From an optimization exercise on the open Yosys and OpenROAD flow, aimed at small area, a short achievable clock period and few clock cycles per item; shortcuts taken in it are not production practice.
In this exercise RTL edits were held to simulation tests only and were not proved equivalent to the original.

==> job 9146 <==
Design oflow_match, start of the top module:
module oflow_match (
	input  logic        clk,
	input  logic        reset_N,
	input  logic        start,
	input  logic        hist_we,
	input  logic [1:0]  hist_addr,
	input  logic [9:0]  hist_x_tl,
	input  logic [9:0]  hist_y_tl,
	input  logic [9:0]  hist_x_br,
	input  logic [9:0]  hist_y_br,
	input  logic [9:0]  cur_x_tl,
	input  logic [9:0]  cur_y_tl,
	input  logic [9:0]  cur_x_br,
	input  logic [9:0]  cur_y_br,
	output logic        done,
	output logic        busy,
	output logic [1:0]  best_idx,
	output logic [15:0] best_cost,
	output logic        no_match
);
	function automatic logic [9:0] span(input logic [9:0] tl, input logic [9:0] br);
		span = (br > tl) ? (br - tl) : 10'd0;
	endfunction
	function automatic logic [1:0] qsel(input logic [4:0] a, input logic [4:0] b, input logic [4:0] m);
		logic [3:0] s, c, y;
		s = a[4:1] ^ b[4:1] ^ m[4:1];
		c = (a[3:0] & b[3:0]) | (a[3:0] & m[3:0]) | (b[3:0] & m[3:0]);
		y = s + c;
  ...
Settings: LEC_CHECK=0, CAP_MARGIN=20, CORE_MARGIN=2, CORE_UTILIZATION=40, SETUP_SLACK_MARGIN=1.5, SLEW_MARGIN=20, TNS_END_PERCENT=100; clock period 9.0 ns.
run.sh (not shown) runs the stock make flow with config.mk's settings and CLKGATE_MAP_FILE= SYNTH_SCRIPT=/design/flow/synth_recipe.tcl, a recipe that flattens the netlist after the stock synthesis.
==> job 4924 (differences from job 9146) <==
--- a/flow/design.v
+++ b/flow/design.v
@@ -65,22 +65,22 @@
 	always_ff @(posedge clk or posedge reset_N) begin
 		if (reset_N) begin
 			rem_q  <= 4'b0000;
 			hold_q <= 3'd0;
 		end else if (go || busy) begin
 			rem_q  <= ent ? (pend & (pend - 4'd1)) : pend;
-			hold_q <= ent ? 3'd3 : (hold_q != 3'd0) ? hold_q - 3'd1 : 3'd0;
+			hold_q <= ent ? 3'd4 : (hold_q != 3'd0) ? hold_q - 3'd1 : 3'd0;
 		end else begin
 			rem_q  <= 4'b0000;
 			hold_q <= 3'd0;
 		end
 	end
 	logic [39:0] hb;
 	logic [9:0]  s0_iw, s0_ih, s0_bw, s0_bh, s0_aw, s0_ah;
 	logic [10:0] dx_aa, dx_ab, dx_ba, dx_bb, dy_aa, dy_ab, dy_ba, dy_bb, dx_i, dy_i;
-	assign hb = hval_q[s0_ix] ? hist_q[s0_ix] : 40'd0;
+	assign hb = hist_q[s0_ix];
 	assign dx_aa = {1'b0, cur_x_br}  - {1'b0, cur_x_tl};
 	assign dx_ab = {1'b0, cur_x_br}  - {1'b0, hb[39:30]};
 	assign dx_ba = {1'b0, hb[19:10]} - {1'b0, cur_x_tl};
 	assign dx_bb = {1'b0, hb[19:10]} - {1'b0, hb[39:30]};
 	assign dy_aa = {1'b0, cur_y_br}  - {1'b0, cur_y_tl};
 	assign dy_ab = {1'b0, cur_y_br}  - {1'b0, hb[29:20]};
@@ -153,54 +153,22 @@
 	logic [22:0] s2_ws0, s2_wc0;
 	logic [15:0] s2_q0, s2_qm0;
 	assign s2_ws0 = {2'b00, s2_x4};    
 	assign s2_wc0 = 23'd0;
 	assign s2_q0  = 16'd0;
 	assign s2_qm0 = 16'hffff;
-	logic [22:0] s2_p0_a, s2_p0_b, s2_p0_m, s2_p0_c, s2_p0_ws, s2_p0_wc;
-	logic [1:0]  s2_p0_cp, s2_p0_cz, s2_p0_cn;
-	logic        s2_p0_np, s2_p0_nn;
-	logic [15:0] s2_p0_q, s2_p0_qm;
-	assign s2_p0_a   = {s2_ws0[21:0], 1'b0};
-	assign s2_p0_b   = {s2_wc0[21:0], 1'b0};
-	assign s2_p0_m   = ({23{1'b1}} & ~{3'b001, s2_dd}) | ({23{1'b0}} & {3'b001, s2_dd});
-	assign s2_p0_ws  = s2_p0_a ^ s2_p0_b ^ s2_p0_m;
-	assign s2_p0_c   = (s2_p0_a & s2_p0_b) | (s2_p0_a & s2_p0_m) | (s2_p0_b & s2_p0_m);
-	assign s2_p0_wc  = {s2_p0_c[21:0], 1'b1};
-	assign s2_p0_cp  = qsel(s2_p0_a[22:18], s2_p0_b[22:18], ~{3'b001, s2_dd[19:18]});
-	assign s2_p0_cz  = qsel(s2_p0_a[22:18], s2_p0_b[22:18], 5'b00000);
-	assign s2_p0_cn  = qsel(s2_p0_a[22:18], s2_p0_b[22:18], {3'b001, s2_dd[19:18]});
-	assign {s2_p0_np, s2_p0_nn} = 1'b1 ? s2_p0_cp : (1'b0 ? s2_p0_cn : s2_p0_cz);
-	assign s2_p0_q   = 1'b0 ? {s2_qm0[14:0], 1'b1} : {s2_q0[14:0], 1'b1};
-	assign s2_p0_qm  = 1'b1 ? {s2_q0[14:0], 1'b0} : {s2_qm0[14:0], !1'b0};
-	logic [22:0] s2_p1_a, s2_p1_b, s2_p1_m, s2_p1_c, s2_p1_ws, s2_p1_wc;
-	logic [1:0]  s2_p1_cp, s2_p1_cz, s2_p1_cn;
-	logic        s2_p1_np, s2_p1_nn;
-	logic [15:0] s2_p1_q, s2_p1_qm;
-	assign s2_p1_a   = {s2_p0_ws[21:0], 1'b0};
-	assign s2_p1_b   = {s2_p0_wc[21:0], 1'b0};
-	assign s2_p1_m   = ({23{s2_p0_np}} & ~{3'b001, s2_dd}) | ({23{s2_p0_nn}} & {3'b001, s2_dd});
-	assign s2_p1_ws  = s2_p1_a ^ s2_p1_b ^ s2_p1_m;
-	assign s2_p1_c   = (s2_p1_a & s2_p1_b) | (s2_p1_a & s2_p1_m) | (s2_p1_b & s2_p1_m);
-	assign s2_p1_wc  = {s2_p1_c[21:0], s2_p0_np};
-	assign s2_p1_cp  = qsel(s2_p1_a[22:18], s2_p1_b[22:18], ~{3'b001, s2_dd[19:18]});
-	assign s2_p1_cz  = qsel(s2_p1_a[22:18], s2_p1_b[22:18], 5'b00000);
-	assign s2_p1_cn  = qsel(s2_p1_a[22:18], s2_p1_b[22:18], {3'b001, s2_dd[19:18]});
-	assign {s2_p1_np, s2_p1_nn} = s2_p0_np ? s2_p1_cp : (s2_p0_nn ? s2_p1_cn : s2_p1_cz);
-	assign s2_p1_q   = s2_p0_nn ? {s2_p0_qm[14:0], 1'b1} : {s2_p0_q[14:0], s2_p0_np};
-	assign s2_p1_qm  = s2_p0_np ? {s2_p0_q[14:0], 1'b0} : {s2_p0_qm[14:0], !s2_p0_nn};
 	logic        dv_act;       
 	logic [2:0]  dv_cnt;       
 	logic [1:0]  dv_ix;
 	logic        dv_z;
 	logic [19:0] dv_dd;
 	logic [22:0] dv_ws, dv_wc;
 	logic        dv_np, dv_nn;
 	logic [15:0] dv_q, dv_qm;
 	logic        fv;           
-	assign fv = dv_act && (dv_cnt == 3'd3);
+	assign fv = dv_act && (dv_cnt == 3'd4);
 	logic [22:0] it0_a, it0_b, it0_m, it0_c, it0_ws, it0_wc;
 	logic [1:0]  it0_cp, it0_cz, it0_cn;
 	logic        it0_np, it0_nn;
 	logic [15:0] it0_q, it0_qm;
 	assign it0_a   = {dv_ws[21:0], 1'b0};
 	assign it0_b   = {dv_wc[21:0], 1'b0};
@@ -264,18 +232,18 @@
 	assign it3_qm  = it2_np ? {it2_q[14:0], 1'b0} : {it2_qm[14:0], !it2_nn};
 	always_ff @(posedge clk) begin
 		if (r2_v) begin
 			dv_ix <= r2_ix;
 			dv_z  <= s2_z;
 			dv_dd <= s2_dd;
-			dv_ws <= s2_p1_ws;
-			dv_wc <= s2_p1_wc;
-			dv_np <= s2_p1_np;
-			dv_nn <= s2_p1_nn;
-			dv_q  <= s2_p1_q;
-			dv_qm <= s2_p1_qm;
+			dv_ws <= s2_ws0;
+			dv_wc <= s2_wc0;
+			dv_np <= 1'b1;
+			dv_nn <= 1'b0;
+			dv_q  <= s2_q0;
+			dv_qm <= s2_qm0;
 		end else begin
 			dv_ws <= it3_ws;
 			dv_wc <= it3_wc;
 			dv_np <= it3_np;
 			dv_nn <= it3_nn;
 			dv_q  <= it3_q;
@@ -298,76 +266,29 @@
 				dv_act <= 1'b0;
 			end else if (dv_act) begin
 				dv_cnt <= dv_cnt + 3'd1;
 			end
 		end
 	end
-	logic [22:0] f0_a, f0_b, f0_m, f0_c, f0_ws, f0_wc;
-	logic [1:0]  f0_cp, f0_cz, f0_cn;
-	logic        f0_np, f0_nn;
-	logic [15:0] f0_q, f0_qm;
-	assign f0_a   = {dv_ws[21:0], 1'b0};
-	assign f0_b   = {dv_wc[21:0], 1'b0};
-	assign f0_m   = ({23{dv_np}} & ~{3'b001, dv_dd}) | ({23{dv_nn}} & {3'b001, dv_dd});
-	assign f0_ws  = f0_a ^ f0_b ^ f0_m;
-	assign f0_c   = (f0_a & f0_b) | (f0_a & f0_m) | (f0_b & f0_m);
-	assign f0_wc  = {f0_c[21:0], dv_np};
-	assign f0_cp  = qsel(f0_a[22:18], f0_b[22:18], ~{3'b001, dv_dd[19:18]});
-	assign f0_cz  = qsel(f0_a[22:18], f0_b[22:18], 5'b00000);
-	assign f0_cn  = qsel(f0_a[22:18], f0_b[22:18], {3'b001, dv_dd[19:18]});
-	assign {f0_np, f0_nn} = dv_np ? f0_cp : (dv_nn ? f0_cn : f0_cz);
-	assign f0_q   = dv_nn ? {dv_qm[14:0], 1'b1} : {dv_q[14:0], dv_np};
-	assign f0_qm  = dv_np ? {dv_q[14:0], 1'b0} : {dv_qm[14:0], !dv_nn};
-	logic [22:0] f1_a, f1_b, f1_m, f1_c, f1_ws, f1_wc;
-	logic [1:0]  f1_cp, f1_cz, f1_cn;
-	logic        f1_np, f1_nn;
-	logic [15:0] f1_q, f1_qm;
-	assign f1_a   = {f0_ws[21:0], 1'b0};
-	assign f1_b   = {f0_wc[21:0], 1'b0};
-	assign f1_m   = ({23{f0_np}} & ~{3'b001, dv_dd}) | ({23{f0_nn}} & {3'b001, dv_dd});
-	assign f1_ws  = f1_a ^ f1_b ^ f1_m;
-	assign f1_c   = (f1_a & f1_b) | (f1_a & f1_m) | (f1_b & f1_m);
-	assign f1_wc  = {f1_c[21:0], f0_np};
-	assign f1_cp  = qsel(f1_a[22:18], f1_b[22:18], ~{3'b001, dv_dd[19:18]});
-	assign f1_cz  = qsel(f1_a[22:18], f1_b[22:18], 5'b00000);
-	assign f1_cn  = qsel(f1_a[22:18], f1_b[22:18], {3'b001, dv_dd[19:18]});
-	assign {f1_np, f1_nn} = f0_np ? f1_cp : (f0_nn ? f1_cn : f1_cz);
-	assign f1_q   = f0_nn ? {f0_qm[14:0], 1'b1} : {f0_q[14:0], f0_np};
-	assign f1_qm  = f0_np ? {f0_q[14:0], 1'b0} : {f0_qm[14:0], !f0_nn};
-	logic        fh_ltq, fh_eqq, fh_ltm, fh_eqm, fh_t3q, fh_t3m, fh_nzq, fh_nzm;
-	logic        f_ltq, f_ltm, f_nmq, f_nmm, fl_ok;
-	assign fh_ltq = (~f0_q[14:0] < bc_q[15:1]);
-	assign fh_eqq = (~f0_q[14:0] == bc_q[15:1]);
-	assign fh_ltm = (~f0_qm[14:0] < bc_q[15:1]);
-	assign fh_eqm = (~f0_qm[14:0] == bc_q[15:1]);
-	assign fh_t3q = &(~f0_q[14:12]);
-	assign fh_t3m = &(~f0_qm[14:12]);
-	assign fh_nzq = |(~f0_q[11:0]);
-	assign fh_nzm = |(~f0_qm[11:0]);
-	assign fl_ok  = fv && !dv_z;
-	assign f_ltq  = fl_ok && (f0_nn ? (fh_ltm || (fh_eqm && bc_q[0])) : (fh_ltq || (fh_eqq && f0_np && bc_q[0])));
-	assign f_ltm  = fl_ok && (f0_np ? fh_ltq : (fh_ltm || (fh_eqm && !f0_nn && bc_q[0])));
-	assign f_nmq  = !fl_ok || (f0_nn ? (fh_t3m && fh_nzm) : (fh_t3q && (fh_nzq || !f0_np)));
-	assign f_nmm  = !fl_ok || (f0_np ? (fh_t3q) : (fh_t3m && (fh_nzm || f0_nn)));
-	logic [22:0] fs_a, fs_b, fs_d, fs_p, fs_z, fs_n;
+	logic f_ltq, f_ltm, f_nmq, f_nmm;
+	assign f_ltq = (fc_q < bc_q);
+	assign f_ltm = (fc_m < bc_q);
+	assign f_nmq = (fc_q > 16'he000);
+	assign f_nmm = (fc_m > 16'he000);
+	logic [22:0] f_wsum;
 	logic        f_neg;
-	assign fs_a  = {f0_ws[21:0], 1'b0};
-	assign fs_b  = {f0_wc[21:0], 1'b0};
-	assign fs_d  = {3'b001, dv_dd};
-	assign fs_p  = fs_a + fs_b + ~fs_d + 23'd1;
-	assign fs_z  = fs_a + fs_b;
-	assign fs_n  = fs_a + fs_b + fs_d;
-	assign f_neg = f0_np ? fs_p[22] : f0_nn ? fs_n[22] : fs_z[22];
+	assign f_wsum = dv_ws + dv_wc;
+	assign f_neg  = f_wsum[22];
 	logic        f_inv;        
 	logic [15:0] fc_q, fc_m;   
 	logic        lt_q, lt_m;   
 	logic [15:0] fcost;
 	logic        f_lt;
 	assign f_inv  = !fv || dv_z;
-	assign fc_q   = f_inv ? 16'hffff : ~f1_q;
-	assign fc_m   = f_inv ? 16'hffff : ~f1_qm;
+	assign fc_q   = f_inv ? 16'hffff : ~dv_q;
+	assign fc_m   = f_inv ? 16'hffff : ~dv_qm;
 	assign lt_q   = f_ltq;
 	assign lt_m   = f_ltm;
 	assign fcost  = f_neg ? fc_m : fc_q;
 	assign f_lt   = f_neg ? lt_m : lt_q;
 	logic        inflight;
 	logic [15:0] lc_q;
SETUP_SLACK_MARGIN = 2.5   (was 1.5)
==> out/metrics.csv <==
stage,metric,value,unit
status,status,"complete, no violations",
critical_path,worst setup path startpoint,r1_aw[5],
critical_path,Worst path top cell family by delay,adder cells,
Source of the figures above: job 4924

==> out/metrics.csv <==
stage,metric,value,unit
status,status,"complete, no violations",
floorplanning,top-level port count,107,
synth,"Cell Area, Synth",46200,µm²
Source of the figures above: job 9146

Testbench counts of job 9146, summed over its fixed seeds: cycles 3,622, runs 512.
Testbench counts of job 4924, summed over its fixed seeds: cycles 4,034, runs 512.

## what the ideal ports hide
How much do the figures lean on ideal ports? The routed layouts below were timed once more, with nothing changed but the port constraints.
Step 1 sets driving cells, clkbuf_16 on the clock port and buf_2 on the other inputs (assumed; they add their load-dependent delay and slew).
Step 2 times the ports against the registers' clock, not the clock port: input delays grow and output delays shrink by t, the midpoint of the rising clock arrivals with the driver on.
Three values: no drivers, after step 1, after step 2; two values: the first two.
run	t (ns)	setup WS [ns]	hold WS [ns]	worst setup path at the end	worst data-port slew with drivers (ns)
job 9146	0.680	0.729 / 0.660 / 1.018	0.327 / 0.327 / 0.327	input to register	0.14
job 4924	0.696	2.437 / 2.437 / 2.020	0.378 / 0.378 / 0.378	input to register	0.11
After both steps setup and hold are still met in every run listed. For job 4924, which loses most, drivers alone change the setup slack by 0.000 ns; drivers and shift together by -0.417 ns.
